Source: an optimization exercise on an open RTL-to-GDS flow (aim: small area, a short achievable clock period and few clock cycles per item). Production flows keep margins and buffers that such runs may drop. Where RTL was checked, it was by simulation tests only, not by an equivalence proof against the original. Power is estimated from default activity; no workload was simulated.

Setup of run 1:
==> flow/design.v (excerpt) <==
module bson_field_locator (
  input  logic                 clk,
  input  logic                 rst,
  input  logic                 in_valid,
  output logic                 in_ready,
  input  logic [7:0]           doc_byte,
  input  logic                 doc_last,
  output logic                 out_valid,
  input  logic                 out_ready,
  output logic [1:0]           status,
  output logic [bfl_pkg::OUT_OFS_W-1:0] element_offset,
  output logic [7:0]           element_type,
  output logic [bfl_pkg::OUT_OFS_W-1:0] value_offset,
  input  logic                 cfg_valid,
  output logic                 cfg_ready,
  input  logic [1:0]           cfg_index,
  input  logic [63:0]          cfg_data
);
Settings: LEC_CHECK=0, ABC_AREA=1, CAP_MARGIN=20, CORE_MARGIN=2, CORE_UTILIZATION=40, CTS_CLUSTER_DIAMETER=80, CTS_CLUSTER_SIZE=30, SETUP_SLACK_MARGIN=2.75, SLEW_MARGIN=20; clock period 5.0 ns.
standard.sh (not shown) runs the stock make flow with config.mk's settings and CLKGATE_MAP_FILE= SYNTH_SCRIPT=/design/flow/synth_recipe.tcl, a recipe that flattens the netlist after the stock synthesis.
==> flow/flow/run.sh <==
#!/bin/bash
# The standard layout (the standard.sh: its synthesis, floorplan, placement, CTS and routing
# unchanged), with the port buffers that global placement inserts made buf_1 cells instead of the
# default delay-buffer cells. Every input and output port still gets its own buffer.
set -euo pipefail
bash standard.sh "BUFFER_PORTS_ARGS=-buffer_cell sky130_fd_sc_hd__buf_1" finish > standard_make.log 2>&1
Relative to run 1, the following input files were edited for run 2:
- a change of SLEW_MARGIN from 20 to 5
- a change of CAP_MARGIN from 20 to 5
Findings:
Run 2: PASS, flow complete, no timing, DRC or antenna violations
On total of plain and repair buffers excluding clock buffers, run 2 tracks run 1 almost exactly.
As far as worst max-slew margin expressed relative to the limit is concerned, run 1 and run 2 perform about the same.
There was hardly any difference in pin count of the biggest net entering global routing between run 2 and run 1.
Run 2 and run 1 ended up with nearly the same number of instances in the synthesized netlist.
Function was not checked in any run of this note: the RTL went through the layout flow alone.

========
== v41 ==
Another version of the RTL of bson_field_locator (not shown whole).
For scale: about 260 flip-flops, ~140 I/O pins.
Settings: LEC_CHECK=0, ABC_AREA=1, CAP_MARGIN=5, CORE_MARGIN=2, CORE_UTILIZATION=40, CTS_CLUSTER_DIAMETER=80, CTS_CLUSTER_SIZE=30, SETUP_SLACK_MARGIN=2.8, SLEW_MARGIN=5; clock period 5.0 ns.
Scripts as last shown in full above: flow/flow/run.sh
No stage failed in v41, and the final checks on the layout all came back clean.
Testbench counts of v41, summed over its fixed seeds: cycles 48,421, items 48,258.
Here is what was changed in the inputs of v36 compared with v41.
- a change of SLEW_MARGIN from 5 to 20
- a deleted CTS_CLUSTER_DIAMETER that had been 80
- a deleted CTS_CLUSTER_SIZE that had been 30
- a change of CAP_MARGIN from 5 to 20
[summary]
All of v36 and v41 finish clean.
Area growth from synthesis to final layout in v36 is 3.6 points higher than in v41
Taking v41 as the reference, in v36 setup slack after layout has decreased, clock-pin slew on the worst setup and hold paths has decreased, total of fill cells in the finished design has decreased.
On v36: slew at the pin with the worst max-slew slack is 12 ps lower than what v41 gave.
v36 vs v41 — power dissipated in the clock network rose 51%.
In the flow results for v36 and v41, the maximum frequency from static timing analysis is larger on v41.
Here is what was changed in the inputs of v3 compared with v36.
- CTS_CLUSTER_SIZE now 30, previously not set
- CTS_CLUSTER_DIAMETER now 80, previously not set
## What came out
- v36 → v3: core utilization decreased by 1.5 points relative to the old numbers, shortest period the worst path allows decreased by 28 ps relative to the old numbers, clock-net power decreased by 34% relative to the old numbers, signed area change from the synthesized netlist to the final layout decreased by 3.6 points relative to the old numbers, fraction of standard cell area that is sequential increased by 1.6 points relative to the old numbers.
- Total wire length: v3 < v36
- Max freq v36 -> v3: improved
- For the fill cell total of the finished layout, v3 came in 39 higher than v36 did.
- Part of the cycle the worst path needs delta for v3 relative to v36: 0.56 points lower

========
bson_field_locator, a different RTL version from the one above (not shown whole).
For scale: ~950 cells after synthesis, ~140 I/O pins, roughly 12000 µm² of cells after synthesis.
==> flow/config.mk <==
export PLATFORM = sky130hd
export DESIGN_NAME = bson_field_locator
export DESIGN_NICKNAME = bson_field_locator
export VERILOG_FILES = /design/flow/design.v
export SDC_FILE = /design/flow/constraint.sdc
export NUM_CORES = 4
export LEC_CHECK = 0
export CAP_MARGIN = 20
export CORE_MARGIN = 2
export CORE_UTILIZATION = 40
export SLEW_MARGIN = 20
==> flow/constraint.sdc <==
create_clock -name core_clock -period 5.0 [get_ports {clk}]
set_input_delay 1.0000 -clock core_clock [delete_from_list [all_inputs] [get_ports {clk}]]
set_output_delay 1.0000 -clock core_clock [all_outputs]
set_load 0.01 [all_outputs]
Scripts as last shown in full above: flow/flow/run.sh
Change:
==> flow/run.sh (new file) <==
#!/bin/bash
# synth_recipe.tcl (not shown) runs the flow's synth.tcl, then flattens the netlist and writes it again
# the make line also repeats each setting of config.mk as NAME=value (left out here)
make -C /OpenROAD-flow-scripts/flow DESIGN_CONFIG=/design/flow/config.mk WORK_HOME=/design/flow/orfs CLKGATE_MAP_FILE= SYNTH_SCRIPT=/design/flow/synth_recipe.tcl finish
Settings changed: ABC_CLOCK_PERIOD_IN_PS set to 2000, SETUP_SLACK_MARGIN set to 2.6.
removed: flow/flow/run.sh
removed: flow/standard.sh
What happened: Design area goes up by 17%; combinational power increases by 66%; power rises by 6.8%; final cell count went up by 7.3%; synthesized cell count stays the same.
No functional check of the RTL was part of any run of this note.

[afterwards: timing with drivers on the ports]
The flow's constraints put no driver on any port. The routed layouts listed below were extracted and timed again, unchanged, in two steps. Step 1: set_driving_cell puts a clkbuf_16 on clk and a buf_2 on each other input, an assumption about the parent block. Step 2 times the ports against the registers' clock, not the clock port: input delays grow and output delays shrink by t, the midpoint of the rising clock arrivals with the driver on. Slacks: ideal ports / drivers / drivers and shift; pairs: ideal ports / drivers.
run | t, ns | setup WS [ns] | worst setup path after step 2 | clock arrival spread, ns | worst register clock-pin slew, ns
run 1 | 0.538 | 2.816 / 2.769 / 2.469 | input to register | 0.031 / 0.031 | 0.11 / 0.11
run 2 | 0.538 | 2.816 / 2.769 / 2.469 | input to register | 0.031 / 0.031 | 0.11 / 0.11
v41 | 0.544 | 2.841 / 2.792 / 2.526 | input to register | 0.018 / 0.019 | 0.11 / 0.11
v36 | 0.593 | 2.816 / 2.769 / 2.511 | input to register | 0.016 / 0.016 | 0.06 / 0.06
v3 | 0.543 | 2.844 / 2.795 / 2.519 | input to register | 0.020 / 0.020 | 0.11 / 0.11
the first run of note 3 | 0.581 | 1.287 / 1.287 / 1.287 | register to register | 0.008 / 0.009 | 0.06 / 0.06
the second run of note 3 | 0.591 | 2.293 / 2.293 / 2.181 | input to register | 0.025 / 0.025 | 0.06 / 0.06
After both steps setup and hold are still met in every run listed.
